This is an optimization exercise on Yosys and OpenROAD, whose aim is small area and a short achievable clock period, not a production implementation. No functional check of the RTL was part of any run shown here. Power and IR drop assume default switching activity.

==> flow/design.v <==
`timescale 1ns/1ps
module qdDecode (
  input  logic [15:0] in,
  output logic isNaR,
  output logic isZero,
  output logic sign,
  output logic [12:0] sig,
  output logic signed [6:0] k
);
  logic [14:0] body;
  logic [13:0] y;
  logic [13:0] above;    
  logic [13:0] hot;      
  logic [3:0] pos;
  logic any;
  logic e;
  assign body = in[15] ? (~in[14:0] + 15'd1) : in[14:0];
  assign y = body[14] ? ~body[13:0] : body[13:0];
  always_comb begin
    above[13] = y[13];
    for (int j = 12; j >= 0; j--) above[j] = above[j+1] | y[j];
    hot[13] = y[13];
    for (int j = 12; j >= 0; j--) hot[j] = y[j] & ~above[j+1];
    any = above[0];
    pos = 4'd0;
    for (int j = 0; j < 14; j++) pos = pos | (hot[j] ? 4'(j) : 4'd0);
    e = 1'b0;
    for (int j = 1; j < 14; j++) e = e | (hot[j] & body[j-1]);
    for (int t = 0; t < 12; t++) sig[t] = (t + 2 <= 13 ? (above[t+2 > 13 ? 13 : t+2] & body[t]) : 1'b0) | hot[t+1];
    sig[12] = hot[13];
    if (!above[2]) sig[0] = 1'b1;
    if (!any) begin
      k = body[14] ? 7'sd28 : -7'sd28;
    end else if (body[14]) begin
      k = (pos == 4'd0) ? 7'sd26 : 7'(7'sd27 - 7'(3 * pos) + 7'(e));
    end else begin
      k = (pos == 4'd0) ? -7'sd28 : 7'(7'(pos) - 7'sd27 + 7'(e));
    end
  end
  assign isNaR = (in == 16'h8000);
  assign isZero = (in == 16'h0000);
  assign sign = in[15];
endmodule
`timescale 1ns/1ps
module qdTerm (
  input  logic        aNaR,
  input  logic        aZero,
  input  logic        aSign,
  input  logic [12:0] aSig,
  input  logic [6:0]  aK,
  input  logic        bNaR,
  input  logic        bZero,
  input  logic        bSign,
  input  logic [12:0] bSig,
  input  logic [6:0]  bK,
  input  logic        hold,
  output logic [28:0] prod,
  output logic [4:0]  shiftHi,
  output logic        neg,
  output logic        nar
);
  logic kill;
  logic [25:0] rawProd;
  logic [6:0] shift;
  qdMul mul (.a(aSig), .b(bSig), .p(rawProd));
  assign shift = aK + bK + 7'd56;
  assign kill = hold | aNaR | bNaR | aZero | bZero;
  assign prod = kill ? 29'd0 : ({3'd0, rawProd} << shift[1:0]);
  assign shiftHi = shift[6:2];
  assign neg = (aSign ^ bSign) & ~kill;
  assign nar = (aNaR | bNaR) & ~hold;
endmodule
module qdMul (
  input  logic [12:0] a,
  input  logic [12:0] b,
  output logic [25:0] p
);
  logic [12:0] pp [13];
  logic [25:0] r0, r1;
  always_comb for (int i = 0; i < 13; i++) pp[i] = b[i] ? a : '0;
  logic fc1;
  logic fc10;
  logic fc100;
  logic fc101;
  logic fc102;
  logic fc103;
  logic fc104;
  logic fc105;
  logic fc106;
  logic fc107;
  logic fc108;
  logic fc109;
  logic fc11;
  logic fc111;
  logic fc112;
  logic fc113;
  logic fc114;
  logic fc115;
  logic fc116;
  logic fc117;
  logic fc118;
  logic fc119;
  logic fc12;
  logic fc120;
  logic fc121;
  logic fc122;
  logic fc123;
  logic fc124;
  logic fc125;
  logic fc126;
  logic fc127;
  logic fc128;
  logic fc129;
  logic fc130;
  logic fc131;
  logic fc14;
  logic fc15;
  logic fc16;
  logic fc17;
  logic fc18;
  logic fc19;
  logic fc21;
  logic fc23;
  logic fc24;
  logic fc26;
  logic fc27;
  logic fc28;
  logic fc29;
  logic fc3;
  logic fc30;
  logic fc31;
  logic fc32;
  logic fc33;
  logic fc34;
  logic fc35;
  logic fc36;
  logic fc37;
  logic fc38;
  logic fc39;
  logic fc4;
  logic fc40;
  logic fc41;
  logic fc42;
  logic fc43;
  logic fc44;
  logic fc45;
  logic fc46;
  logic fc47;
  logic fc48;
  logic fc49;
  logic fc50;
  logic fc51;
  logic fc52;
  logic fc53;
  logic fc54;
  logic fc55;
  logic fc57;
  logic fc59;
  logic fc6;
  logic fc60;
  logic fc61;
  logic fc62;
  logic fc63;
  logic fc64;
  logic fc65;
  logic fc66;
  logic fc67;
  logic fc68;
  logic fc69;
  logic fc7;
  logic fc70;
  logic fc71;
  logic fc72;
  logic fc73;
  logic fc74;
  logic fc75;
  logic fc76;
  logic fc77;
  logic fc78;
  logic fc79;
  logic fc8;
  logic fc80;
  logic fc81;
  logic fc82;
  logic fc83;
  logic fc84;
  logic fc85;
  logic fc86;
  logic fc87;
  logic fc88;
  logic fc89;
  logic fc91;
  logic fc92;
  logic fc93;
  logic fc94;
  logic fc95;
  logic fc96;
  logic fc97;
  logic fc98;
  logic fc99;
  logic fs1;
  logic fs10;
  logic fs100;
  logic fs101;
  logic fs102;
  logic fs103;
  logic fs104;
  logic fs105;
  logic fs106;
  logic fs107;
  logic fs108;
  logic fs109;
  logic fs11;
  logic fs111;
  logic fs112;
  logic fs113;
  logic fs114;
  logic fs115;
  logic fs116;
  logic fs117;
  logic fs118;
  logic fs119;
  logic fs12;
  logic fs120;
  logic fs121;
  logic fs122;
  logic fs123;
  logic fs124;
  logic fs125;
  logic fs126;
  logic fs127;
  logic fs128;
  logic fs129;
  logic fs130;
  logic fs131;
  logic fs14;
  logic fs15;
  logic fs16;
  logic fs17;
  logic fs18;
  logic fs19;
  logic fs21;
  logic fs23;
  logic fs24;
  logic fs26;
  logic fs27;
  logic fs28;
  logic fs29;
  logic fs3;
  logic fs30;
  logic fs31;
  logic fs32;
  logic fs33;
  logic fs34;
  logic fs35;
  logic fs36;
  logic fs37;
  logic fs38;
  logic fs39;
  logic fs4;
  logic fs40;
  logic fs41;
  logic fs42;
  logic fs43;
  logic fs44;
  logic fs45;
  logic fs46;
  logic fs47;
  logic fs48;
  logic fs49;
  logic fs50;
  logic fs51;
  logic fs52;
  logic fs53;
  logic fs54;
  logic fs55;
  logic fs57;
  logic fs59;
  logic fs6;
  logic fs60;
  logic fs61;
  logic fs62;
  logic fs63;
  logic fs64;
  logic fs65;
  logic fs66;
  logic fs67;
  logic fs68;
  logic fs69;
  logic fs7;
  logic fs70;
  logic fs71;
  logic fs72;
  logic fs73;
  logic fs74;
  logic fs75;
  logic fs76;
  logic fs77;
  logic fs78;
  logic fs79;
  logic fs8;
  logic fs80;
  logic fs81;
  logic fs82;
  logic fs83;
  logic fs84;
  logic fs85;
  logic fs86;
  logic fs87;
  logic fs88;
  logic fs89;
  logic fs91;
  logic fs92;
  logic fs93;
  logic fs94;
  logic fs95;
  logic fs96;
  logic fs97;
  logic fs98;
  logic fs99;
  logic hc0;
  logic hc110;
  logic hc13;
  logic hc2;
  logic hc20;
  logic hc22;
  logic hc25;
  logic hc5;
  logic hc56;
  logic hc58;
  logic hc9;
  logic hc90;
  logic hs0;
  logic hs110;
  logic hs13;
  logic hs2;
  logic hs20;
  logic hs22;
  logic hs25;
  logic hs5;
  logic hs56;
  logic hs58;
  logic hs9;
  logic hs90;
  assign {hc0, hs0} = {1'b0, pp[0][9]} + {1'b0, pp[1][8]};
  assign {fc1, fs1} = {1'b0, pp[0][10]} + {1'b0, pp[1][9]} + {1'b0, pp[2][8]};
  assign {hc2, hs2} = {1'b0, pp[3][7]} + {1'b0, pp[4][6]};
  assign {fc3, fs3} = {1'b0, pp[0][11]} + {1'b0, pp[1][10]} + {1'b0, pp[2][9]};
  assign {fc4, fs4} = {1'b0, pp[3][8]} + {1'b0, pp[4][7]} + {1'b0, pp[5][6]};
  assign {hc5, hs5} = {1'b0, pp[6][5]} + {1'b0, pp[7][4]};
  assign {fc6, fs6} = {1'b0, pp[0][12]} + {1'b0, pp[1][11]} + {1'b0, pp[2][10]};
  assign {fc7, fs7} = {1'b0, pp[3][9]} + {1'b0, pp[4][8]} + {1'b0, pp[5][7]};
  assign {fc8, fs8} = {1'b0, pp[6][6]} + {1'b0, pp[7][5]} + {1'b0, pp[8][4]};
  assign {hc9, hs9} = {1'b0, pp[9][3]} + {1'b0, pp[10][2]};
  assign {fc10, fs10} = {1'b0, pp[1][12]} + {1'b0, pp[2][11]} + {1'b0, pp[3][10]};
  assign {fc11, fs11} = {1'b0, pp[4][9]} + {1'b0, pp[5][8]} + {1'b0, pp[6][7]};
  assign {fc12, fs12} = {1'b0, pp[7][6]} + {1'b0, pp[8][5]} + {1'b0, pp[9][4]};
  assign {hc13, hs13} = {1'b0, pp[10][3]} + {1'b0, pp[11][2]};
  assign {fc14, fs14} = {1'b0, pp[2][12]} + {1'b0, pp[3][11]} + {1'b0, pp[4][10]};
  assign {fc15, fs15} = {1'b0, pp[5][9]} + {1'b0, pp[6][8]} + {1'b0, pp[7][7]};
  assign {fc16, fs16} = {1'b0, pp[8][6]} + {1'b0, pp[9][5]} + {1'b0, pp[10][4]};
  assign {fc17, fs17} = {1'b0, pp[3][12]} + {1'b0, pp[4][11]} + {1'b0, pp[5][10]};
  assign {fc18, fs18} = {1'b0, pp[6][9]} + {1'b0, pp[7][8]} + {1'b0, pp[8][7]};
  assign {fc19, fs19} = {1'b0, pp[4][12]} + {1'b0, pp[5][11]} + {1'b0, pp[6][10]};
  assign {hc20, hs20} = {1'b0, pp[0][6]} + {1'b0, pp[1][5]};
  assign {fc21, fs21} = {1'b0, pp[0][7]} + {1'b0, pp[1][6]} + {1'b0, pp[2][5]};
  assign {hc22, hs22} = {1'b0, pp[3][4]} + {1'b0, pp[4][3]};
  assign {fc23, fs23} = {1'b0, pp[0][8]} + {1'b0, pp[1][7]} + {1'b0, pp[2][6]};
  assign {fc24, fs24} = {1'b0, pp[3][5]} + {1'b0, pp[4][4]} + {1'b0, pp[5][3]};
  assign {hc25, hs25} = {1'b0, pp[6][2]} + {1'b0, pp[7][1]};
  assign {fc26, fs26} = {1'b0, hs0} + {1'b0, pp[2][7]} + {1'b0, pp[3][6]};
  assign {fc27, fs27} = {1'b0, pp[4][5]} + {1'b0, pp[5][4]} + {1'b0, pp[6][3]};
  assign {fc28, fs28} = {1'b0, pp[7][2]} + {1'b0, pp[8][1]} + {1'b0, pp[9][0]};
  assign {fc29, fs29} = {1'b0, hc0} + {1'b0, fs1} + {1'b0, hs2};
  assign {fc30, fs30} = {1'b0, pp[5][5]} + {1'b0, pp[6][4]} + {1'b0, pp[7][3]};
  assign {fc31, fs31} = {1'b0, pp[8][2]} + {1'b0, pp[9][1]} + {1'b0, pp[10][0]};
  assign {fc32, fs32} = {1'b0, fc1} + {1'b0, hc2} + {1'b0, fs3};
  assign {fc33, fs33} = {1'b0, fs4} + {1'b0, hs5} + {1'b0, pp[8][3]};
  assign {fc34, fs34} = {1'b0, pp[9][2]} + {1'b0, pp[10][1]} + {1'b0, pp[11][0]};
  assign {fc35, fs35} = {1'b0, fc3} + {1'b0, fc4} + {1'b0, hc5};
  assign {fc36, fs36} = {1'b0, fs6} + {1'b0, fs7} + {1'b0, fs8};
  assign {fc37, fs37} = {1'b0, hs9} + {1'b0, pp[11][1]} + {1'b0, pp[12][0]};
  assign {fc38, fs38} = {1'b0, fc6} + {1'b0, fc7} + {1'b0, fc8};
  assign {fc39, fs39} = {1'b0, hc9} + {1'b0, fs10} + {1'b0, fs11};
  assign {fc40, fs40} = {1'b0, fs12} + {1'b0, hs13} + {1'b0, pp[12][1]};
  assign {fc41, fs41} = {1'b0, fc10} + {1'b0, fc11} + {1'b0, fc12};
  assign {fc42, fs42} = {1'b0, hc13} + {1'b0, fs14} + {1'b0, fs15};
  assign {fc43, fs43} = {1'b0, fs16} + {1'b0, pp[11][3]} + {1'b0, pp[12][2]};
  assign {fc44, fs44} = {1'b0, fc14} + {1'b0, fc15} + {1'b0, fc16};
  assign {fc45, fs45} = {1'b0, fs17} + {1'b0, fs18} + {1'b0, pp[9][6]};
  assign {fc46, fs46} = {1'b0, pp[10][5]} + {1'b0, pp[11][4]} + {1'b0, pp[12][3]};
  assign {fc47, fs47} = {1'b0, fc17} + {1'b0, fc18} + {1'b0, fs19};
  assign {fc48, fs48} = {1'b0, pp[7][9]} + {1'b0, pp[8][8]} + {1'b0, pp[9][7]};
  assign {fc49, fs49} = {1'b0, pp[10][6]} + {1'b0, pp[11][5]} + {1'b0, pp[12][4]};
  assign {fc50, fs50} = {1'b0, fc19} + {1'b0, pp[5][12]} + {1'b0, pp[6][11]};
  assign {fc51, fs51} = {1'b0, pp[7][10]} + {1'b0, pp[8][9]} + {1'b0, pp[9][8]};
  assign {fc52, fs52} = {1'b0, pp[10][7]} + {1'b0, pp[11][6]} + {1'b0, pp[12][5]};
  assign {fc53, fs53} = {1'b0, pp[6][12]} + {1'b0, pp[7][11]} + {1'b0, pp[8][10]};
  assign {fc54, fs54} = {1'b0, pp[9][9]} + {1'b0, pp[10][8]} + {1'b0, pp[11][7]};
  assign {fc55, fs55} = {1'b0, pp[7][12]} + {1'b0, pp[8][11]} + {1'b0, pp[9][10]};
  assign {hc56, hs56} = {1'b0, pp[0][4]} + {1'b0, pp[1][3]};
  assign {fc57, fs57} = {1'b0, pp[0][5]} + {1'b0, pp[1][4]} + {1'b0, pp[2][3]};
  assign {hc58, hs58} = {1'b0, pp[3][2]} + {1'b0, pp[4][1]};
  assign {fc59, fs59} = {1'b0, hs20} + {1'b0, pp[2][4]} + {1'b0, pp[3][3]};
  assign {fc60, fs60} = {1'b0, pp[4][2]} + {1'b0, pp[5][1]} + {1'b0, pp[6][0]};
  assign {fc61, fs61} = {1'b0, hc20} + {1'b0, fs21} + {1'b0, hs22};
  assign {fc62, fs62} = {1'b0, pp[5][2]} + {1'b0, pp[6][1]} + {1'b0, pp[7][0]};
  assign {fc63, fs63} = {1'b0, fc21} + {1'b0, hc22} + {1'b0, fs23};
  assign {fc64, fs64} = {1'b0, fs24} + {1'b0, hs25} + {1'b0, pp[8][0]};
  assign {fc65, fs65} = {1'b0, fc23} + {1'b0, fc24} + {1'b0, hc25};
  assign {fc66, fs66} = {1'b0, fs26} + {1'b0, fs27} + {1'b0, fs28};
  assign {fc67, fs67} = {1'b0, fc26} + {1'b0, fc27} + {1'b0, fc28};
  assign {fc68, fs68} = {1'b0, fs29} + {1'b0, fs30} + {1'b0, fs31};
  assign {fc69, fs69} = {1'b0, fc29} + {1'b0, fc30} + {1'b0, fc31};
  assign {fc70, fs70} = {1'b0, fs32} + {1'b0, fs33} + {1'b0, fs34};
  assign {fc71, fs71} = {1'b0, fc32} + {1'b0, fc33} + {1'b0, fc34};
  assign {fc72, fs72} = {1'b0, fs35} + {1'b0, fs36} + {1'b0, fs37};
  assign {fc73, fs73} = {1'b0, fc35} + {1'b0, fc36} + {1'b0, fc37};
  assign {fc74, fs74} = {1'b0, fs38} + {1'b0, fs39} + {1'b0, fs40};
  assign {fc75, fs75} = {1'b0, fc38} + {1'b0, fc39} + {1'b0, fc40};
  assign {fc76, fs76} = {1'b0, fs41} + {1'b0, fs42} + {1'b0, fs43};
  assign {fc77, fs77} = {1'b0, fc41} + {1'b0, fc42} + {1'b0, fc43};
  assign {fc78, fs78} = {1'b0, fs44} + {1'b0, fs45} + {1'b0, fs46};
  assign {fc79, fs79} = {1'b0, fc44} + {1'b0, fc45} + {1'b0, fc46};
  assign {fc80, fs80} = {1'b0, fs47} + {1'b0, fs48} + {1'b0, fs49};
  assign {fc81, fs81} = {1'b0, fc47} + {1'b0, fc48} + {1'b0, fc49};
  assign {fc82, fs82} = {1'b0, fs50} + {1'b0, fs51} + {1'b0, fs52};
  assign {fc83, fs83} = {1'b0, fc50} + {1'b0, fc51} + {1'b0, fc52};
  assign {fc84, fs84} = {1'b0, fs53} + {1'b0, fs54} + {1'b0, pp[12][6]};
  assign {fc85, fs85} = {1'b0, fc53} + {1'b0, fc54} + {1'b0, fs55};
  assign {fc86, fs86} = {1'b0, pp[10][9]} + {1'b0, pp[11][8]} + {1'b0, pp[12][7]};
  assign {fc87, fs87} = {1'b0, fc55} + {1'b0, pp[8][12]} + {1'b0, pp[9][11]};
  assign {fc88, fs88} = {1'b0, pp[10][10]} + {1'b0, pp[11][9]} + {1'b0, pp[12][8]};
  assign {fc89, fs89} = {1'b0, pp[9][12]} + {1'b0, pp[10][11]} + {1'b0, pp[11][10]};
  assign {hc90, hs90} = {1'b0, pp[0][3]} + {1'b0, pp[1][2]};
  assign {fc91, fs91} = {1'b0, hs56} + {1'b0, pp[2][2]} + {1'b0, pp[3][1]};
  assign {fc92, fs92} = {1'b0, hc56} + {1'b0, fs57} + {1'b0, hs58};
  assign {fc93, fs93} = {1'b0, fc57} + {1'b0, hc58} + {1'b0, fs59};
  assign {fc94, fs94} = {1'b0, fc59} + {1'b0, fc60} + {1'b0, fs61};
  assign {fc95, fs95} = {1'b0, fc61} + {1'b0, fc62} + {1'b0, fs63};
  assign {fc96, fs96} = {1'b0, fc63} + {1'b0, fc64} + {1'b0, fs65};
  assign {fc97, fs97} = {1'b0, fc65} + {1'b0, fc66} + {1'b0, fs67};
  assign {fc98, fs98} = {1'b0, fc67} + {1'b0, fc68} + {1'b0, fs69};
  assign {fc99, fs99} = {1'b0, fc69} + {1'b0, fc70} + {1'b0, fs71};
  assign {fc100, fs100} = {1'b0, fc71} + {1'b0, fc72} + {1'b0, fs73};
  assign {fc101, fs101} = {1'b0, fc73} + {1'b0, fc74} + {1'b0, fs75};
  assign {fc102, fs102} = {1'b0, fc75} + {1'b0, fc76} + {1'b0, fs77};
  assign {fc103, fs103} = {1'b0, fc77} + {1'b0, fc78} + {1'b0, fs79};
  assign {fc104, fs104} = {1'b0, fc79} + {1'b0, fc80} + {1'b0, fs81};
  assign {fc105, fs105} = {1'b0, fc81} + {1'b0, fc82} + {1'b0, fs83};
  assign {fc106, fs106} = {1'b0, fc83} + {1'b0, fc84} + {1'b0, fs85};
  assign {fc107, fs107} = {1'b0, fc85} + {1'b0, fc86} + {1'b0, fs87};
  assign {fc108, fs108} = {1'b0, fc87} + {1'b0, fc88} + {1'b0, fs89};
  assign {fc109, fs109} = {1'b0, fc89} + {1'b0, pp[10][12]} + {1'b0, pp[11][11]};
  assign {hc110, hs110} = {1'b0, pp[0][2]} + {1'b0, pp[1][1]};
  assign {fc111, fs111} = {1'b0, hs90} + {1'b0, pp[2][1]} + {1'b0, pp[3][0]};
  assign {fc112, fs112} = {1'b0, hc90} + {1'b0, fs91} + {1'b0, pp[4][0]};
  assign {fc113, fs113} = {1'b0, fc91} + {1'b0, fs92} + {1'b0, pp[5][0]};
  assign {fc114, fs114} = {1'b0, fc92} + {1'b0, fs93} + {1'b0, fs60};
  assign {fc115, fs115} = {1'b0, fc93} + {1'b0, fs94} + {1'b0, fs62};
  assign {fc116, fs116} = {1'b0, fc94} + {1'b0, fs95} + {1'b0, fs64};
  assign {fc117, fs117} = {1'b0, fc95} + {1'b0, fs96} + {1'b0, fs66};
  assign {fc118, fs118} = {1'b0, fc96} + {1'b0, fs97} + {1'b0, fs68};
  assign {fc119, fs119} = {1'b0, fc97} + {1'b0, fs98} + {1'b0, fs70};
  assign {fc120, fs120} = {1'b0, fc98} + {1'b0, fs99} + {1'b0, fs72};
  assign {fc121, fs121} = {1'b0, fc99} + {1'b0, fs100} + {1'b0, fs74};
  assign {fc122, fs122} = {1'b0, fc100} + {1'b0, fs101} + {1'b0, fs76};
  assign {fc123, fs123} = {1'b0, fc101} + {1'b0, fs102} + {1'b0, fs78};
  assign {fc124, fs124} = {1'b0, fc102} + {1'b0, fs103} + {1'b0, fs80};
  assign {fc125, fs125} = {1'b0, fc103} + {1'b0, fs104} + {1'b0, fs82};
  assign {fc126, fs126} = {1'b0, fc104} + {1'b0, fs105} + {1'b0, fs84};
  assign {fc127, fs127} = {1'b0, fc105} + {1'b0, fs106} + {1'b0, fs86};
  assign {fc128, fs128} = {1'b0, fc106} + {1'b0, fs107} + {1'b0, fs88};
  assign {fc129, fs129} = {1'b0, fc107} + {1'b0, fs108} + {1'b0, pp[12][9]};
  assign {fc130, fs130} = {1'b0, fc108} + {1'b0, fs109} + {1'b0, pp[12][10]};
  assign {fc131, fs131} = {1'b0, fc109} + {1'b0, pp[11][12]} + {1'b0, pp[12][11]};
  assign r0 = {1'b0, fc131, fc130, fc129, fc128, fc127, fc126, fc125, fc124, fc123, fc122, fc121, fc120, fc119, fc118, fc117, fc116, fc115, fc114, fc113, fc112, fc111, hc110, hs110, pp[0][1], pp[0][0]};
  assign r1 = {1'b0, pp[12][12], fs131, fs130, fs129, fs128, fs127, fs126, fs125, fs124, fs123, fs122, fs121, fs120, fs119, fs118, fs117, fs116, fs115, fs114, fs113, fs112, fs111, pp[2][0], pp[1][0], 1'b0};
  qdAdd #(.W(26)) fin (.a(r0), .b(r1), .ci(1'b0), .s(p));
endmodule
`timescale 1ns/1ps
module qdAccum (
  input  logic         clk,
  input  logic         clear,
  input  logic         acc,
  input  logic [28:0]  prod,
  input  logic [4:0]   shiftHi,
  input  logic         neg,
  input  logic         termNaR,
  output logic [127:0] quire,
  output logic         quireNaR
);
  logic [28:0] p;
  logic n;
  logic [127:0] aligned;
  logic [127:0] sum;
  assign p = acc ? prod : 29'd0;
  assign n = acc & neg;
  assign aligned = {99'd0, p} << {shiftHi, 2'b00};
  qdAdd #(.W(128)) add (.a(quire), .b(aligned ^ {128{n}}), .ci(n), .s(sum));
  always_ff @(posedge clk) begin
    if (clear) begin
      quire <= '0;
      quireNaR <= 1'b0;
    end else begin
      quire <= sum;
      quireNaR <= quireNaR | (acc & termNaR);
    end
  end
endmodule
module qdAdd #(
  parameter int W = 128
) (
  input  logic [W-1:0] a,
  input  logic [W-1:0] b,
  input  logic         ci,
  output logic [W-1:0] s
);
  localparam int L = $clog2(W);
  logic [W-1:0] p0, g0;
  logic [W-1:0] g, p;
  logic [W-1:0] c;
  always_comb begin
    p0 = a ^ b;
    g0 = a & b;
    g = g0;
    p = p0;
    g[0] = g0[0] | (p0[0] & ci);
    for (int l = 0; l < L; l++) begin
      for (int i = (2 << l) - 1; i < W; i += (2 << l)) begin
        g[i] = g[i] | (p[i] & g[i - (1 << l)]);
        p[i] = p[i] & p[i - (1 << l)];
      end
    end
    for (int l = L - 2; l >= 0; l--) begin
      for (int i = (3 << l) - 1; i < W; i += (2 << l)) begin
        g[i] = g[i] | (p[i] & g[i - (1 << l)]);
        p[i] = p[i] & p[i - (1 << l)];
      end
    end
    c = {g[W-2:0], ci};
    s = p0 ^ c;
  end
endmodule
`timescale 1ns/1ps
module qdRound (
  input  logic [127:0] quire,
  input  logic         quireNaR,
  output logic [15:0]  result
);
  logic s;
  logic [83:0] v;
  logic posBig, negBig, big, tiny, isZero;
  logic [5:0] a;
  logic [5:0] sh;
  logic [16:0] base, baseUp, baseDn;
  logic cut, odd;
  logic [57:0] win;
  logic [14:0] w;
  logic [80:0] po;
  logic [55:0] stk;
  logic sticky;
  logic inc;
  logic [14:0] wSel;
  logic incSel;
  logic [16:0] ext, extUp, extDn;
  logic [3:0] m;
  logic g, t0, up;
  logic [15:0] main;
  assign s = quire[127];
  assign v = quire[83:0] ^ {84{s}};
  assign posBig = !s && (|quire[126:84]);
  assign negBig = s && !((&quire[126:84]) && (|quire[83:0]));
  assign big = posBig || negBig;
  assign tiny = !(|v[83:28]);
  assign isZero = !s && !(|quire[126:0]);
  qdLead #(.W(64)) lead (.x({8'd0, v[83:28]}), .pos(a));
  positRoundTable tab (.a, .sh, .base, .baseUp, .baseDn, .cut, .odd);
  assign win = v[83:26] >> sh;
  assign w = win[14:0];
  always_comb begin
    po = quire[80:0];
    for (int l = 0; l < 7; l++) begin
      for (int i = 0; i < 81; i++) begin
        if ((i >> l) % 2 == 1) po[i] = po[i] | po[((i >> l) << l) - 1];
      end
    end
  end
  assign stk = po[80:25];
  assign sticky = stk[sh];
  assign inc = s && !sticky;
  assign wSel = cut ? 15'd0 : w;
  assign incSel = !cut && inc;
  assign ext = base + {2'b00, wSel} + {16'd0, incSel};
  assign extUp = baseUp + {2'b00, wSel} + {16'd0, incSel};
  assign extDn = baseDn + {2'b00, wSel} + {16'd0, incSel};
  assign m = {1'b0, w[2:0]} + {3'd0, inc};
  assign g = cut ? (odd && (m[3] || m[1] || m[0])) : ext[1];
  assign t0 = cut ? (odd && (m[3] || m[1])) : ext[0];
  assign up = g && (t0 || sticky || ext[2]);
  assign main = s ? (up ? ~{1'b0, ext[16:2]} : ~{1'b0, extDn[16:2]})
                  : (up ? {1'b0, extUp[16:2]} : {1'b0, ext[16:2]});
  always_comb begin
    if (quireNaR) begin
      result = 16'h8000;
    end else if (isZero) begin
      result = 16'h0000;
    end else if (big) begin
      result = s ? 16'h8001 : 16'h7FFF;
    end else if (tiny) begin
      result = s ? 16'hFFFF : 16'h0001;
    end else begin
      result = main;
    end
  end
endmodule
module qdLead #(
  parameter int W = 64
) (
  input  logic [W-1:0] x,
  output logic [$clog2(W)-1:0] pos
);
  if (W == 2) begin : g_leaf
    assign pos = x[1];
  end else begin : g_node
    localparam int H = W / 2;
    logic [$clog2(H)-1:0] ph, pl;
    logic vh;
    qdLead #(.W(H)) hi (.x(x[W-1:H]), .pos(ph));
    qdLead #(.W(H)) lo (.x(x[H-1:0]), .pos(pl));
    assign vh = |x[W-1:H];
    assign pos = vh ? {1'b1, ph} : {1'b0, pl};
  end
endmodule
`timescale 1ns/1ps
module positRoundTable (
  input  logic [5:0]  a,
  output logic [5:0]  sh,
  output logic [16:0] base,
  output logic [16:0] baseUp,
  output logic [16:0] baseDn,
  output logic        cut,
  output logic        odd
);
  always_comb begin
    case (a)
      6'd0: begin sh = 6'd0; base = 17'h00004; baseUp = 17'h00008; baseDn = 17'h00000; cut = 1'b1; odd = 1'b0; end
      6'd1: begin sh = 6'd1; base = 17'h00004; baseUp = 17'h00008; baseDn = 17'h00000; cut = 1'b1; odd = 1'b1; end
      6'd2: begin sh = 6'd2; base = 17'h00004; baseUp = 17'h00008; baseDn = 17'h00000; cut = 1'b0; odd = 1'b0; end
      6'd3: begin sh = 6'd3; base = 17'h00008; baseUp = 17'h0000C; baseDn = 17'h00004; cut = 1'b0; odd = 1'b0; end
      6'd4: begin sh = 6'd3; base = 17'h00008; baseUp = 17'h0000C; baseDn = 17'h00004; cut = 1'b0; odd = 1'b0; end
      6'd5: begin sh = 6'd4; base = 17'h00010; baseUp = 17'h00014; baseDn = 17'h0000C; cut = 1'b0; odd = 1'b0; end
      6'd6: begin sh = 6'd4; base = 17'h00010; baseUp = 17'h00014; baseDn = 17'h0000C; cut = 1'b0; odd = 1'b0; end
      6'd7: begin sh = 6'd5; base = 17'h00020; baseUp = 17'h00024; baseDn = 17'h0001C; cut = 1'b0; odd = 1'b0; end
      6'd8: begin sh = 6'd5; base = 17'h00020; baseUp = 17'h00024; baseDn = 17'h0001C; cut = 1'b0; odd = 1'b0; end
      6'd9: begin sh = 6'd6; base = 17'h00040; baseUp = 17'h00044; baseDn = 17'h0003C; cut = 1'b0; odd = 1'b0; end
      6'd10: begin sh = 6'd6; base = 17'h00040; baseUp = 17'h00044; baseDn = 17'h0003C; cut = 1'b0; odd = 1'b0; end
      6'd11: begin sh = 6'd7; base = 17'h00080; baseUp = 17'h00084; baseDn = 17'h0007C; cut = 1'b0; odd = 1'b0; end
      6'd12: begin sh = 6'd7; base = 17'h00080; baseUp = 17'h00084; baseDn = 17'h0007C; cut = 1'b0; odd = 1'b0; end
      6'd13: begin sh = 6'd8; base = 17'h00100; baseUp = 17'h00104; baseDn = 17'h000FC; cut = 1'b0; odd = 1'b0; end
      6'd14: begin sh = 6'd8; base = 17'h00100; baseUp = 17'h00104; baseDn = 17'h000FC; cut = 1'b0; odd = 1'b0; end
      6'd15: begin sh = 6'd9; base = 17'h00200; baseUp = 17'h00204; baseDn = 17'h001FC; cut = 1'b0; odd = 1'b0; end
      6'd16: begin sh = 6'd9; base = 17'h00200; baseUp = 17'h00204; baseDn = 17'h001FC; cut = 1'b0; odd = 1'b0; end
      6'd17: begin sh = 6'd10; base = 17'h00400; baseUp = 17'h00404; baseDn = 17'h003FC; cut = 1'b0; odd = 1'b0; end
      6'd18: begin sh = 6'd10; base = 17'h00400; baseUp = 17'h00404; baseDn = 17'h003FC; cut = 1'b0; odd = 1'b0; end
      6'd19: begin sh = 6'd11; base = 17'h00800; baseUp = 17'h00804; baseDn = 17'h007FC; cut = 1'b0; odd = 1'b0; end
      6'd20: begin sh = 6'd11; base = 17'h00800; baseUp = 17'h00804; baseDn = 17'h007FC; cut = 1'b0; odd = 1'b0; end
      6'd21: begin sh = 6'd12; base = 17'h01000; baseUp = 17'h01004; baseDn = 17'h00FFC; cut = 1'b0; odd = 1'b0; end
      6'd22: begin sh = 6'd12; base = 17'h01000; baseUp = 17'h01004; baseDn = 17'h00FFC; cut = 1'b0; odd = 1'b0; end
      6'd23: begin sh = 6'd13; base = 17'h02000; baseUp = 17'h02004; baseDn = 17'h01FFC; cut = 1'b0; odd = 1'b0; end
      6'd24: begin sh = 6'd13; base = 17'h02000; baseUp = 17'h02004; baseDn = 17'h01FFC; cut = 1'b0; odd = 1'b0; end
      6'd25: begin sh = 6'd14; base = 17'h04000; baseUp = 17'h04004; baseDn = 17'h03FFC; cut = 1'b0; odd = 1'b0; end
      6'd26: begin sh = 6'd14; base = 17'h04000; baseUp = 17'h04004; baseDn = 17'h03FFC; cut = 1'b0; odd = 1'b0; end
      6'd27: begin sh = 6'd15; base = 17'h08000; baseUp = 17'h08004; baseDn = 17'h07FFC; cut = 1'b0; odd = 1'b0; end
      6'd28: begin sh = 6'd16; base = 17'h0C000; baseUp = 17'h0C004; baseDn = 17'h0BFFC; cut = 1'b0; odd = 1'b0; end
      6'd29: begin sh = 6'd17; base = 17'h10000; baseUp = 17'h10004; baseDn = 17'h0FFFC; cut = 1'b0; odd = 1'b0; end
      6'd30: begin sh = 6'd19; base = 17'h16000; baseUp = 17'h16004; baseDn = 17'h15FFC; cut = 1'b0; odd = 1'b0; end
      6'd31: begin sh = 6'd20; base = 17'h18000; baseUp = 17'h18004; baseDn = 17'h17FFC; cut = 1'b0; odd = 1'b0; end
      6'd32: begin sh = 6'd22; base = 17'h1B000; baseUp = 17'h1B004; baseDn = 17'h1AFFC; cut = 1'b0; odd = 1'b0; end
      6'd33: begin sh = 6'd23; base = 17'h1C000; baseUp = 17'h1C004; baseDn = 17'h1BFFC; cut = 1'b0; odd = 1'b0; end
      6'd34: begin sh = 6'd25; base = 17'h1D800; baseUp = 17'h1D804; baseDn = 17'h1D7FC; cut = 1'b0; odd = 1'b0; end
      6'd35: begin sh = 6'd26; base = 17'h1E000; baseUp = 17'h1E004; baseDn = 17'h1DFFC; cut = 1'b0; odd = 1'b0; end
      6'd36: begin sh = 6'd28; base = 17'h1EC00; baseUp = 17'h1EC04; baseDn = 17'h1EBFC; cut = 1'b0; odd = 1'b0; end
      6'd37: begin sh = 6'd29; base = 17'h1F000; baseUp = 17'h1F004; baseDn = 17'h1EFFC; cut = 1'b0; odd = 1'b0; end
      6'd38: begin sh = 6'd31; base = 17'h1F600; baseUp = 17'h1F604; baseDn = 17'h1F5FC; cut = 1'b0; odd = 1'b0; end
      6'd39: begin sh = 6'd32; base = 17'h1F800; baseUp = 17'h1F804; baseDn = 17'h1F7FC; cut = 1'b0; odd = 1'b0; end
      6'd40: begin sh = 6'd34; base = 17'h1FB00; baseUp = 17'h1FB04; baseDn = 17'h1FAFC; cut = 1'b0; odd = 1'b0; end
      6'd41: begin sh = 6'd35; base = 17'h1FC00; baseUp = 17'h1FC04; baseDn = 17'h1FBFC; cut = 1'b0; odd = 1'b0; end
      6'd42: begin sh = 6'd37; base = 17'h1FD80; baseUp = 17'h1FD84; baseDn = 17'h1FD7C; cut = 1'b0; odd = 1'b0; end
      6'd43: begin sh = 6'd38; base = 17'h1FE00; baseUp = 17'h1FE04; baseDn = 17'h1FDFC; cut = 1'b0; odd = 1'b0; end
      6'd44: begin sh = 6'd40; base = 17'h1FEC0; baseUp = 17'h1FEC4; baseDn = 17'h1FEBC; cut = 1'b0; odd = 1'b0; end
      6'd45: begin sh = 6'd41; base = 17'h1FF00; baseUp = 17'h1FF04; baseDn = 17'h1FEFC; cut = 1'b0; odd = 1'b0; end
      6'd46: begin sh = 6'd43; base = 17'h1FF60; baseUp = 17'h1FF64; baseDn = 17'h1FF5C; cut = 1'b0; odd = 1'b0; end
      6'd47: begin sh = 6'd44; base = 17'h1FF80; baseUp = 17'h1FF84; baseDn = 17'h1FF7C; cut = 1'b0; odd = 1'b0; end
      6'd48: begin sh = 6'd46; base = 17'h1FFB0; baseUp = 17'h1FFB4; baseDn = 17'h1FFAC; cut = 1'b0; odd = 1'b0; end
      6'd49: begin sh = 6'd47; base = 17'h1FFC0; baseUp = 17'h1FFC4; baseDn = 17'h1FFBC; cut = 1'b0; odd = 1'b0; end
      6'd50: begin sh = 6'd49; base = 17'h1FFD8; baseUp = 17'h1FFDC; baseDn = 17'h1FFD4; cut = 1'b0; odd = 1'b0; end
      6'd51: begin sh = 6'd50; base = 17'h1FFE0; baseUp = 17'h1FFE4; baseDn = 17'h1FFDC; cut = 1'b0; odd = 1'b0; end
      6'd52: begin sh = 6'd52; base = 17'h1FFEC; baseUp = 17'h1FFF0; baseDn = 17'h1FFE8; cut = 1'b0; odd = 1'b0; end
      6'd53: begin sh = 6'd53; base = 17'h1FFF0; baseUp = 17'h1FFF4; baseDn = 17'h1FFEC; cut = 1'b0; odd = 1'b0; end
      6'd54: begin sh = 6'd54; base = 17'h1FFF8; baseUp = 17'h1FFFC; baseDn = 17'h1FFF4; cut = 1'b1; odd = 1'b0; end
      6'd55: begin sh = 6'd55; base = 17'h1FFF8; baseUp = 17'h1FFFC; baseDn = 17'h1FFF4; cut = 1'b1; odd = 1'b1; end
      default: begin sh = 6'd0; base = 17'h00000; baseUp = 17'h00000; baseDn = 17'h00000; cut = 1'b0; odd = 1'b0; end
    endcase
  end
endmodule
`timescale 1ns/1ps
module quireDotApb (
  input  logic        clk,
  input  logic        rst,
  input  logic        psel,
  input  logic        penable,
  input  logic        pwrite,
  input  logic [7:0]  paddr,
  input  logic [31:0] pwdata,
  output logic [31:0] prdata,
  output logic        pready,
  output logic        pslverr
);
  localparam logic [7:0] RegOpA = 8'h00;
  localparam logic [7:0] RegOpB = 8'h04;
  localparam logic [7:0] RegCtrl = 8'h08;
  localparam logic [7:0] RegResult = 8'h0C;
  logic setup;
  logic hitA, hitB, hitC, hitR;
  logic rstQ, clrQ;
  logic wrA, wrB, doAcc;
  logic [15:0] stg;
  logic [15:0] opA, opB;
  logic dNaR, dZero, dSign;
  logic [12:0] dSig;
  logic [6:0] dK;
  logic aNaR, aZero, aSign, bNaR, bZero, bSign;
  logic [12:0] aSig, bSig;
  logic [6:0] aK, bK;
  logic [28:0] prod;
  logic [4:0] shiftHi;
  logic neg, nar;
  logic [28:0] tProd;
  logic [4:0] tShift;
  logic tNeg, tNaR;
  logic [127:0] quire;
  logic quireNaR;
  logic [15:0] result;
  logic [15:0] rdata;
  logic err;
  assign setup = psel && !penable;
  assign hitA = (paddr == RegOpA);
  assign hitB = (paddr == RegOpB);
  assign hitC = (paddr == RegCtrl);
  assign hitR = (paddr == RegResult);
  always_ff @(posedge clk) begin
    rstQ <= rst;
    clrQ <= rst || (setup && pwrite && hitC && pwdata[0]);
    wrA <= setup && pwrite && hitA;
    wrB <= setup && pwrite && hitB;
    doAcc <= setup && pwrite && hitC && pwdata[1];
    stg <= pwdata[15:0];
  end
  qdDecode dec (.in(stg), .isNaR(dNaR), .isZero(dZero), .sign(dSign), .sig(dSig), .k(dK));
  always_ff @(posedge clk) begin
    if (rstQ) begin
      opA <= '0;
      aNaR <= 1'b0;
      aZero <= 1'b1;
    end else if (wrA) begin
      opA <= stg;
      aNaR <= dNaR;
      aZero <= dZero;
    end
    if (rstQ) begin
      opB <= '0;
      bNaR <= 1'b0;
      bZero <= 1'b1;
    end else if (wrB) begin
      opB <= stg;
      bNaR <= dNaR;
      bZero <= dZero;
    end
    if (wrA) begin
      aSign <= dSign;
      aSig <= dSig;
      aK <= dK;
    end
    if (wrB) begin
      bSign <= dSign;
      bSig <= dSig;
      bK <= dK;
    end
  end
  qdTerm term (
    .aNaR, .aZero, .aSign, .aSig, .aK,
    .bNaR, .bZero, .bSign, .bSig, .bK,
    .hold(rstQ),
    .prod, .shiftHi, .neg, .nar
  );
  always_ff @(posedge clk) begin
    tProd <= prod;
    tShift <= shiftHi;
    tNeg <= neg;
    tNaR <= nar;
  end
  qdAccum accum (
    .clk, .clear(clrQ), .acc(doAcc),
    .prod(tProd), .shiftHi(tShift), .neg(tNeg), .termNaR(tNaR),
    .quire, .quireNaR
  );
  qdRound round (.quire, .quireNaR, .result);
  always_ff @(posedge clk) begin
    rdata <= rstQ ? 16'h0000 : hitA ? opA : hitB ? opB : hitR ? result : 16'h0000;
    err <= !(hitA || hitB || hitC || hitR) || (pwrite && hitR);
  end
  assign prdata = {16'h0000, rdata};
  assign pready = 1'b1;
  assign pslverr = err;
endmodule
==> flow/run.sh <==
#!/bin/bash
# synth_recipe.tcl (not shown) runs the flow's synth.tcl, then flattens the netlist and writes it again
# the make line also repeats each setting of config.mk as NAME=value (left out here)
make -C /OpenROAD-flow-scripts/flow DESIGN_CONFIG=/design/flow/config.mk WORK_HOME=/design/flow/orfs CLKGATE_MAP_FILE= SYNTH_SCRIPT=/design/flow/synth_recipe.tcl finish
==> flow/config.mk <==
export PLATFORM = sky130hd
export DESIGN_NAME = quireDotApb
export DESIGN_NICKNAME = quireDotApb
export VERILOG_FILES = /design/flow/design.v
export SDC_FILE = /design/flow/constraint.sdc
export NUM_CORES = 4
export LEC_CHECK = 0
export ABC_AREA = 1
export CAP_MARGIN = 20
export CORE_MARGIN = 2
export CORE_UTILIZATION = 40
export PLACE_DENSITY = 0.55
export SETUP_SLACK_MARGIN = 0.5
export SLEW_MARGIN = 20
==> flow/constraint.sdc <==
create_clock -name core_clock -period 22.0 [get_ports {clk}]
set_input_delay 4.4000 -clock core_clock [delete_from_list [all_inputs] [get_ports {clk}]]
set_output_delay 4.4000 -clock core_clock [all_outputs]
set_load 0.01 [all_outputs]
==> run notes, run 1 <==
Placed Cells 5799; Worst path max stage delay 700 ps; via count 30400; FF-to-FF path depth 52; Synth top area share 14.7%; drc violations 0; Setup Viol. Count Final 0; worst-path maximum fanout 93; max_cap viols 0; fillcell total 8579; skew final 47.4 ps; Layout area overhead 7.02%; fin nets 5240; Initial Util 40.4%; Met1 Routed Length 46500 um; die extent in x 289 um; Async SR Flop Fraction 0%; Synth area leader dfxtp_1; fin cells 5863; post-synthesis sequential area ratio 18.6%; Synth Flop Type dfxtp_1; Seq. cell area 0.00606 mm2; # hold bufs at CTS 0; Initial DRC Count 2390; synth top area cells dfxtp_1 15%, nand2_1 14%, fa_1 12%; r2r setup slk 10940 ps; CTS Buf Count 36; Skew-Pair Late Insertion Delay 570 ps; Root Driver clkbuf_16; top routing layer used met4; endpoint class of the critical path register; count leader, synth nand2_1; design area 0.0348 mm2; drt first pass iters 6; vias in the first global route 29100; Final Max Tran Viols 0; crit path DAT 11540 ps; Final ANT Viol Nets 0; Required @ worst endpoint 22480 ps; IO Count 79; RSZ-0062 raised after global routing no; Worst-path clk slew 60 ps; Fin Hold WS 452 ps; Overflow after GRT 0; Synthesis Warnings 9; Post-synth EDFFs 42; WL met2 45300 um; gp weighted congestion 0.946; number of diodes 0; met3 WL 6000 um; Post-synth top cells 1178 x nand2_1, 744 x inv_1, 385 x nor2_1; CTS tree yes; initial antenna violation count 0; Worst Path Class, Setup register to register; Netlist cell types 66; fraction of layout cells with a size suffix above 1 3.56%; Max Root-Sink Buffers 3; area of the multi-input gates 0.0226 mm2; Slew headroom 32.6%; r2r endpoint rdata[14]; period utilization 50.3%; Startpoint Class register; # rows 104; status timing/DRC/antenna clean; port bufs 45; crit path max-delay cell type buf_4; Post-Place Cell Area 0.0336 mm2; vias per cell 5.19; die height 289 um; Post-Route WL 99900 um; leakage 17.2 nW; H-Tree Depth 2; total track usage 24.0%; clock tree sinks 281; Cells after Synth 4870; DP HPWL 77800 um; min cycle time layout 11060 ps; Critical Path Source accum.quire[127]; setup bufs post-CTS 0; CP endpoint rdata[14]; fmax 90.4 MHz; HP Class register to register; Critical R2R Launch accum.quire[127]; core footprint 0.0805 mm2; first-pass GRT wire length 160000 um; Setup TNS 0 ps; wire per inst 17.0 um; Gates resized, CTS repair 0; Least-Margin Pin Slew 1000 ps; largest net degree at the start of global routing 94; #FFs+latches synth 281; PwrDens 63.1 mW/mm2; Hold Vio Cnt, Final 0; die area 0.0837 mm2; Syn Area/Cell 6.68 um2; VDD IR max 0.0000564 V; post-synth design cell area 0.0325 mm2
## cells by family after synthesis
kind of cell / count (synthesis) / share of synthesized area, %
other cells: 2 / 0.0231
xor+xnor: 270 / 7.27
mux: 11 / 0.338
fa+ha+maj: 418 / 20.6
simple gates: 2021 / 25.8
buf+inv: 1001 / 12.3
compound gates: 866 / 15.1
flops: 281 / 18.6
## how the worst min path moves through the flow
stage,depth (start not counted),start,slack (ps),endpoint
after CTS,1,rstQ,450,tNaR
after detailed placement,1,rstQ,440,tNaR
after floorplan,1,rstQ,410,tNaR
after global placement,1,rstQ,440,tNaR
final,1,rstQ,450,tNaR
after global routing,1,rstQ,460,tNaR
## state kept, by name (all words and copies together), names as in the netlist, 5 cells and up
register	count
stg	16
accum.quire	128
tShift	5
opA	16
rdata	16
tProd	29
bK	7
aSig	13
aK	7
opB	16
bSig	13
## critical path: cells and delay by family, from the launching register on
kind / cells / cell delay, ps
compound gates: 20 / 4250
simple gates: 21 / 3080
flops: 1 / 470
xor+xnor: 1 / 100
buf+inv: 7 / 2010
fa+ha+maj: 3 / 890
## report_power, final
| part | internal [mW] | leakage [nW] | total (mW) | switching, mW |
|---|---|---|---|---|
| Sequential | 0.531 | 2.32 | 0.540 | 0.00830 |
| Clock | 0.358 | 0.583 | 0.609 | 0.251 |
| Combinational | 0.333 | 14.3 | 1.05 | 0.716 |
## metrics by stage
stage / power [mW] / utilization (%) / setup WS, ps
after detailed placement: 1.57 / 41.7 / 11220
final: 2.20 / 43.2 / 10940
after CTS: 2.19 / 43.2 / 11160
after global placement: 1.57 / 41.7 / 11280
after floorplan: 1.33 / - / 14930
after global routing: 2.35 / 43.2 / 9960
## cells in the final DEF (no fill, tap or decap), drive strengths merged, types with 42 or more instances in the layout
master	count
nand2	1189
inv	767
nor2	396
o21ai	390
nand3	300
xor2	248
dfxtp	239
a21oi	226
ha	220
fa	198
clkbuf	52
a31oi	48
nand4	47
o22ai	45
clkdlybuf4s50	45
edfxtp	42
## layer usage
| layer | vias up | track usage, % |
|---|---|---|
| met4 | 0 | 4.82 |
| met2 | 812 | 39.5 |
| li1 | 15400 | - |
| met1 | 14100 | 33.5 |
| met3 | 110 | 3.02 |
| met5 | - | 0 |
## cell type report
class	instances	area share, %
clock buffer	52	3.00
clock inverter	12	0.471
inverter	771	8.31
multi-input combinational	3603	64.9
sequential	281	17.4
tap	1060	3.81
timing repair buffer	84	2.16
==> run 2, diff against run 1 <==
--- a/flow/design.v
+++ b/flow/design.v
@@ -56,4 +56,4 @@
   input  logic        hold,
-  output logic [28:0] prod,
-  output logic [4:0]  shiftHi,
+  output logic [40:0] prod,
+  output logic [2:0]  shiftHi,
   output logic        neg,
@@ -67,4 +67,4 @@
   assign kill = hold | aNaR | bNaR | aZero | bZero;
-  assign prod = kill ? 29'd0 : ({3'd0, rawProd} << shift[1:0]);
-  assign shiftHi = shift[6:2];
+  assign prod = kill ? 41'd0 : ({15'd0, rawProd} << shift[3:0]);
+  assign shiftHi = shift[6:4];
   assign neg = (aSign ^ bSign) & ~kill;
@@ -485,4 +485,4 @@
   input  logic         acc,
-  input  logic [28:0]  prod,
-  input  logic [4:0]   shiftHi,
+  input  logic [40:0]  prod,
+  input  logic [2:0]   shiftHi,
   input  logic         neg,
@@ -492,3 +492,3 @@
 );
-  logic [28:0] p;
+  logic [40:0] p;
   logic n;
@@ -496,5 +496,5 @@
   logic [127:0] sum;
-  assign p = acc ? prod : 29'd0;
+  assign p = acc ? prod : 41'd0;
   assign n = acc & neg;
-  assign aligned = {99'd0, p} << {shiftHi, 2'b00};
+  assign aligned = {87'd0, p} << {shiftHi, 4'b0000};
   qdAdd #(.W(128)) add (.a(quire), .b(aligned ^ {128{n}}), .ci(n), .s(sum));
@@ -593,5 +593,5 @@
   assign incSel = !cut && inc;
-  assign ext = base + {2'b00, wSel} + {16'd0, incSel};
-  assign extUp = baseUp + {2'b00, wSel} + {16'd0, incSel};
-  assign extDn = baseDn + {2'b00, wSel} + {16'd0, incSel};
+  qdAdd #(.W(17)) addMid (.a(base), .b({2'b00, wSel}), .ci(incSel), .s(ext));
+  qdAdd #(.W(17)) addUp (.a(baseUp), .b({2'b00, wSel}), .ci(incSel), .s(extUp));
+  qdAdd #(.W(17)) addDn (.a(baseDn), .b({2'b00, wSel}), .ci(incSel), .s(extDn));
   assign m = {1'b0, w[2:0]} + {3'd0, inc};
@@ -735,7 +735,7 @@
   logic [6:0] aK, bK;
-  logic [28:0] prod;
-  logic [4:0] shiftHi;
+  logic [40:0] prod;
+  logic [2:0] shiftHi;
   logic neg, nar;
-  logic [28:0] tProd;
-  logic [4:0] tShift;
+  logic [40:0] tProd;
+  logic [2:0] tShift;
   logic tNeg, tNaR;
--- a/flow/config.mk
+++ b/flow/config.mk
@@ -10,4 +10,4 @@
 export CORE_MARGIN = 2
-export CORE_UTILIZATION = 40
-export PLACE_DENSITY = 0.55
+export CORE_UTILIZATION = 60
+export PLACE_DENSITY = 0.75
 export SETUP_SLACK_MARGIN = 0.5
==> run 2 against run 1 <==
Net effect:
- still clean on timing, DRC and antenna
- core utilization grew 21 points
- cell area shrank 1.1%
- sequential cell count grew 10
- combinational power shrank 23%
- non-clock buffer count shrank 12
==> run notes, run 2 <==
Layout area overhead 5.35%; core footprint 0.0538 mm2 (-33%); initial antenna violation count 1 (+1); crit path max-delay cell type nand2_4; Internal Power 1.17 mW (-4.3%); sequential power share 28.2% (+3.6 points); Syn Area/Cell 6.80 um2 (+1.7%); setup bufs post-CTS 0 (unchanged); Post-synth EDFFs 42 (unchanged); post-synthesis sequential area ratio 19.1% (+0.52 points); RSZ-0062 raised after global routing no; endpoint class of the critical path register; combinational share of power 41.0% (-6.7 points); switching share of power 40.5% (-3.8 points); Cells after Synth 4810 (-1.2%); count leader, synth nand2_1; Clock Power Share 30.8% (+3.1 points); fin nets 5186 (-1.0%); number of diodes 0 (unchanged); leakage 17.3 nW (+0.62%); Async SR Flop Fraction 0% (unchanged); HP Class register to register; period utilization 50.7% (+0.46 points); worst-path maximum fanout 82 (-12%); fillcell total 5004 (-42%); Hold Vio Cnt, Final 0 (unchanged); synth top area cells dfxtp_1 15%, nand2_1 13%, fa_1 13%; status timing/DRC/antenna clean; CTS tree yes; H-Tree Depth 2 (unchanged); Overflow after GRT 0 (unchanged); P_sw 797 uW (-18%); die area 0.0564 mm2 (-33%); crit-path most repeated cell nand2_1; # hold bufs at CTS 0 (unchanged); drc violations 0 (unchanged); port bufs 45 (unchanged); most frequent cells in the layout 1174 x nand2_1, 768 x inv_1, 368 x nand3_1; clock tree sinks 291 (+3.6%); PwrDens 57.1 mW/mm2 (-9.5%); Worst-path clk slew 60 ps (about the same); Netlist cell types 58 (-12%); CTS Buf Count 36 (unchanged); registers with the highest flip-flop counts accum.quire: 128 flops, tProd: 41 flops; Post-Route WL 91900 um (-8.0%); vias per cell 5.66 (+9.1%); design area 0.0345 mm2 (-1.1%); Synth area leader dfxtp_1; Synthesis Warnings 10 (+1); min cycle time layout 11160 ps (+101 ps); Synth Flop Type dfxtp_1; Least-Margin Pin Slew 1060 ps (+57.6 ps); Max Root-Sink Buffers 3 (unchanged); VDD IR max 0.0000659 V (+17%); DP HPWL 70100 um (-9.8%); drt first pass iters 6 (unchanged); max_cap viols 0 (unchanged); wire per inst 16.9 um (-0.54%); Worst path max stage delay 590 ps (-110 ps); Root Driver clkbuf_16; largest net degree at the start of global routing 83 (-12%); IO Count 79 (unchanged); Final ANT Viol Nets 0 (unchanged); die extent in x 237 um (-18%); Synth top area share 15.2% (+0.54 points); total track usage 32.7% (+8.7 points); gp weighted congestion 1.02 (+7.4%); post-synth design cell area 0.0327 mm2 (+0.50%); vias in the first global route 28800 (-1.1%); # rows 85 (-18%); Worst Path Class, Setup register to register; Top reg by flops accum.quire; Startpoint Class register; die height 237 um (-18%); first-pass GRT wire length 149000 um (-6.6%); Post-Place Cell Area 0.0332 mm2 (-1.1%); Skew-Pair Late Insertion Delay 560 ps (about the same); most common cell after layout, fill and taps aside nand2_1; fmax 89.6 MHz (-0.91%); Gates resized, CTS repair 0 (unchanged); Slew headroom 29.4% (-3.1 points); via count 30700 (+0.96%); skew final 34.3 ps (-13.1 ps); Required @ worst endpoint 22440 ps (-40 ps); Setup Viol. Count Final 0 (unchanged); max reg flops 128 (unchanged); Final Max Tran Viols 0 (unchanged); Initial Util 60.8% (+20 points); Initial DRC Count 2907 (+22%); fraction of layout cells with a size suffix above 1 3.07% (-0.49 points); crit path DAT 11600 ps (+60 ps); Post-synth top cells 1175 x nand2_1, 769 x inv_1, 368 x nand3_1; #FFs+latches synth 291 (+3.6%); Setup TNS 0 ps (unchanged)
## run 2: per-stage QoR
stage	std cells	power [mW]	hold WS (ps)	utilization, %	setup slack [ps]
after global placement	5362	1.34	435	61.8	11080
after CTS	5426	1.95	456	64.0	11040
after floorplan	4825	1.18	413	-	15160
final	5426	1.97	473	64.0	10840
after detailed placement	5362	1.34	447	61.8	11060
after global routing	5426	2.09	503	64.0	9760
## run 2: kinds of logic after synthesis
kind of cell,share of synthesized area [%]
AO/OA/AOI/OAI,12.2
XOR/XNOR,7.36
adder cells (fa/ha/maj),21.7
buffers and inverters,12.4
flip-flops,19.1
multiplexers,0.826
other,0.0230
AND/OR/NAND/NOR,26.4
## run 2: area by class of cell
type / instances / area [um2] / share of cell area [%]
flip-flops and latches: 291 / 6260 / 18.2
well taps: 696 / 871 / 2.53
clock inverters: 9 / 95.1 / 0.276
multi-input cells: 3515 / 22500 / 65.3
clock buffers: 55 / 1110 / 3.21
inverters: 788 / 2960 / 8.59
repair buffers: 72 / 653 / 1.90
## run 2: critical path: cells and delay by family, from the launching register on
family	cells	cell delay, ps
and+or+nand+nor	32	4290
buffers and inverters	11	2660
AOI/OAI and AO/OA	9	1830
adders and majority gates	4	1540
DFF	1	570
## run 2: metal layers
layer	track usage [%]	wire (um)	part of all wire (%)	up-vias
met5	0	10	0.011	-
met4	10.3	3010	3.3	2
met3	6.41	7710	8.4	226
met2	53.6	42300	46	1151
met1	43.6	38900	42	14200
li1	-	-	-	15100
## run 2: power groups by stage
| stage | clock, mW | sequential [mW] | combinational (mW) |
|---|---|---|---|
| after floorplan | 0 | 0.563 | 0.617 |
| after global routing | 0.635 | 0.556 | 0.899 |
| after detailed placement | 0 | 0.567 | 0.776 |
| after global placement | 0 | 0.567 | 0.770 |
| final | 0.605 | 0.555 | 0.806 |
| after CTS | 0.611 | 0.555 | 0.785 |
## run 2: worst paths after layout
| kind | slack, ps | depth (start not counted) | from | to |
|---|---|---|---|---|
| max | 10840 | 56 | accum.quire[127] | rdata[12] |
| min | 470 | 2 | accum.quire[0] | accum.quire[0] |
| max reg2reg | 10840 | 56 | accum.quire[127] | rdata[12] |
| min reg2reg | 470 | 2 | accum.quire[0] | accum.quire[0] |
==> run 3, diff against run 2 <==
--- a/flow/config.mk
+++ b/flow/config.mk
@@ -10,4 +10,4 @@
 export CORE_MARGIN = 2
-export CORE_UTILIZATION = 60
-export PLACE_DENSITY = 0.75
+export CORE_UTILIZATION = 40
+export PLACE_DENSITY = 0.55
 export SETUP_SLACK_MARGIN = 0.5
==> run 3 against run 2 <==
Net effect:
- setup slack got worse by 460 ps
- count of clock-buffer cells in the layout fell by 3
- still clean on timing, DRC and antenna
- global-route usage fell by 9.5 points
- total power fell by 0.55%
==> run notes, run 3 <==
status timing/DRC/antenna clean; Startpoint Class register; number of diodes 0 (unchanged); Synth area leader dfxtp_1; Least-Margin Pin Slew 1020 ps (-35.0 ps); most common cell after layout, fill and taps aside nand2_1; Worst path max stage delay 710 ps (+120 ps); DP HPWL 76600 um (+9.2%); fin nets 5189 (+0.058%); r2r setup slk 10380 ps (-460 ps); PwrDens 56.1 mW/mm2 (-1.8%); gp weighted congestion 0.934 (-8.0%); Critical Path Source accum.quire[127]; worst-path maximum fanout 82 (unchanged); #FFs+latches synth 291 (unchanged); Final Max Tran Viols 0 (unchanged); Root Driver clkbuf_16; Finished Core Util 43.2% (-21 points); die area 0.0841 mm2 (+49%); r2r endpoint rdata[2]; post-synth design cell area 0.0327 mm2 (unchanged); Setup TNS 0 ps (unchanged); CTS tree yes; Required @ worst endpoint 22410 ps (-30 ps); drt first pass iters 8 (+2); HP Class register to register; leakage 17.3 nW (about the same); Setup Viol. Count Final 0 (unchanged); Layout area overhead 6.65%; Post-Route WL 99000 um (+7.7%); skew final 20.6 ps (-13.7 ps); Synth top area share 15.2% (unchanged); clock tree sinks 291 (unchanged); CP endpoint rdata[2]; setup bufs post-CTS 0 (unchanged); min cycle time layout 11620 ps (+456 ps); most frequent cells in the layout 1174 x nand2_1, 769 x inv_1, 368 x nand3_1; worst slack at placement 10650 ps (-409 ps); fraction of layout cells with a size suffix above 1 3.13% (+0.063 points); Post-synth EDFFs 42 (unchanged); post-synthesis sequential area ratio 19.1% (unchanged); die height 290 um (+22%); Cells after Synth 4810 (unchanged); via count 29900 (-2.5%); H-Tree Depth 2 (unchanged); crit path max-delay cell type fa_1; Hold Vio Cnt, Final 0 (unchanged); drc violations 0 (unchanged); post-route setup slack 10380 ps (-456 ps); Syn Area/Cell 6.80 um2 (unchanged); initial antenna violation count 1 (unchanged); CTS Buf Count 36 (unchanged); first-pass GRT wire length 158000 um (+5.6%); count leader, synth nand2_1; Top reg by flops accum.quire; Async SR Flop Fraction 0% (unchanged); crit-path most repeated cell nand2_1; max reg flops 128 (unchanged); period utilization 52.8% (+2.1 points); Initial DRC Count 2479 (-15%); registers with the highest flip-flop counts accum.quire: 128 flops, tProd: 41 flops; Worst-path clk slew 50 ps (about the same); RSZ-0062 raised after global routing no; core footprint 0.0808 mm2 (+50%); fmax 86.1 MHz (-3.9%); Post-synth top cells 1175 x nand2_1, 769 x inv_1, 368 x nand3_1; VDD IR max 0.0000568 V (-14%); # rows 104 (+22%); crit path DAT 12030 ps (+430 ps); max_cap viols 0 (unchanged); endpoint class of the critical path register; Critical R2R Launch accum.quire[127]; wire per inst 17.1 um (+0.96%); Netlist cell types 58 (unchanged); Initial Util 40.5% (-20 points); Synth Flop Type dfxtp_1; Final ANT Viol Nets 0 (unchanged); # hold bufs at CTS 0 (unchanged); largest net degree at the start of global routing 83 (unchanged); Gates resized, CTS repair 0 (unchanged); die extent in x 290 um (+22%); Synthesis Warnings 10 (unchanged); Overflow after GRT 0 (unchanged); vias in the first global route 28500 (-0.94%); fillcell total 8546 (+71%); IO Count 79 (unchanged); Slew headroom 31.6% (+2.2 points); total track usage 23.2% (-9.5 points); synth top area cells dfxtp_1 15%, nand2_1 13%, fa_1 13%; Skew-Pair Late Insertion Delay 550 ps (about the same); port bufs 45 (unchanged); Worst Path Class, Setup register to register; Max Root-Sink Buffers 3 (unchanged); FF-to-FF path depth 43 (-23%); vias per cell 5.17 (-8.7%)
## run 3: changes by cell type in the layout (fill, tap and decap cells not counted), sizes merged
cell	previous run	this run
buf	27	30
clkbuf	55	52
clkinvlp	0	3
clkinv	15	13
bufinv	1	0
## run 3: through the flow
step	total power, mW	hold WS (ps)	area, um2	std cells
floorplan	1.18	413	32800	4825
global placement	1.37	440	33700	5729
finish	1.96	446	34900	5790
CTS	1.96	449	34900	5790
global route	2.09	476	34900	5790
detailed placement	1.36	436	33700	5729
## run 3: area by class of cell
class	count	area [um2]	share of cell area, %
Clock buffer	52	1090	3.13
Clock inverter	9	60.1	0.172
Inverter	788	2960	8.49
Multi-Input combinational cell	3515	22500	64.5
Sequential cell	291	6260	18.0
Tap cell	1060	1330	3.80
Timing Repair Buffer	75	676	1.94
## run 3: logic make-up (layout without fill, tap and decap cells)
kind of cell	count (synthesis)	in the layout	share of synthesized area (%)
AO/OA/AOI/OAI	699	699	12.2
XOR/XNOR	275	275	7.36
AND/OR/NAND/NOR	2060	2060	26.4
adder cells (fa/ha/maj)	437	437	21.7
other	2	17	0.0230
flip-flops	291	291	19.1
buffers and inverters	1019	924	12.4
multiplexers	27	27	0.826
## run 3: where the power goes
part	internal, mW	switching (mW)
sequential	0.548	0.00672
clock	0.344	0.239
combinational	0.261	0.556
total	1.15	0.802
## run 3: worst max-delay path: cells and delay by family (launching register included)
| family | cells | cell delay (ps) |
|---|---|---|
| flip-flops | 1 | 550 |
| AO/OA/AOI/OAI | 6 | 1600 |
| adder cells (fa/ha/maj) | 4 | 1630 |
| buffers and inverters | 10 | 2870 |
| AND/OR/NAND/NOR | 23 | 4640 |
## run 3: per-layer routing
layer,global-route usage (%),up-vias,share of wire (%)
met3,3.65,115,6.1
met1,32.2,14000,46
met2,38.2,758,46
li1,-,15100,-
met5,0,-,0
met4,4.70,0,1.9
## run 3: worst min-delay path by stage
stage,from,endpoint,slack (ps),cells past startpoint
final,rstQ,tNaR,450,1
after global routing,rstQ,tNaR,480,1
after CTS,rstQ,tNaR,450,1
after detailed placement,rstQ,tNaR,440,1
after global placement,rstQ,tNaR,440,1
after floorplan,rstQ,tNaR,410,1

[port drivers added, routing unchanged]
How much do the figures lean on ideal ports? The routed layouts below were timed once more, with nothing changed but the port constraints.
Step 1, drivers: a clkbuf_16 drives clk and a buf_2 each remaining input, both assumed.
Step 2, shift: input delay + t, output delay - t, t = (earliest + latest rising clock arrival at the registers) / 2. This alone moves slack from input paths to output paths.
a / b / c = ideal / step 1 / step 2; a / b = the first two.
| run | t, ns | setup slack, ns | hold slack, ns | slew at the worst register clock pin (ns) |
|---|---|---|---|---|
| run 1 | 0.615 | 10.938 / 10.938 / 10.938 | 0.452 / 0.452 / 0.452 | 0.07 / 0.07 |
| run 2 | 0.608 | 10.837 / 10.837 / 10.837 | 0.473 / 0.473 / 0.473 | 0.06 / 0.06 |
| run 3 | 0.600 | 10.381 / 10.381 / 10.381 | 0.446 / 0.446 / 0.446 | 0.06 / 0.06 |
After both steps every run listed still meets setup and hold.
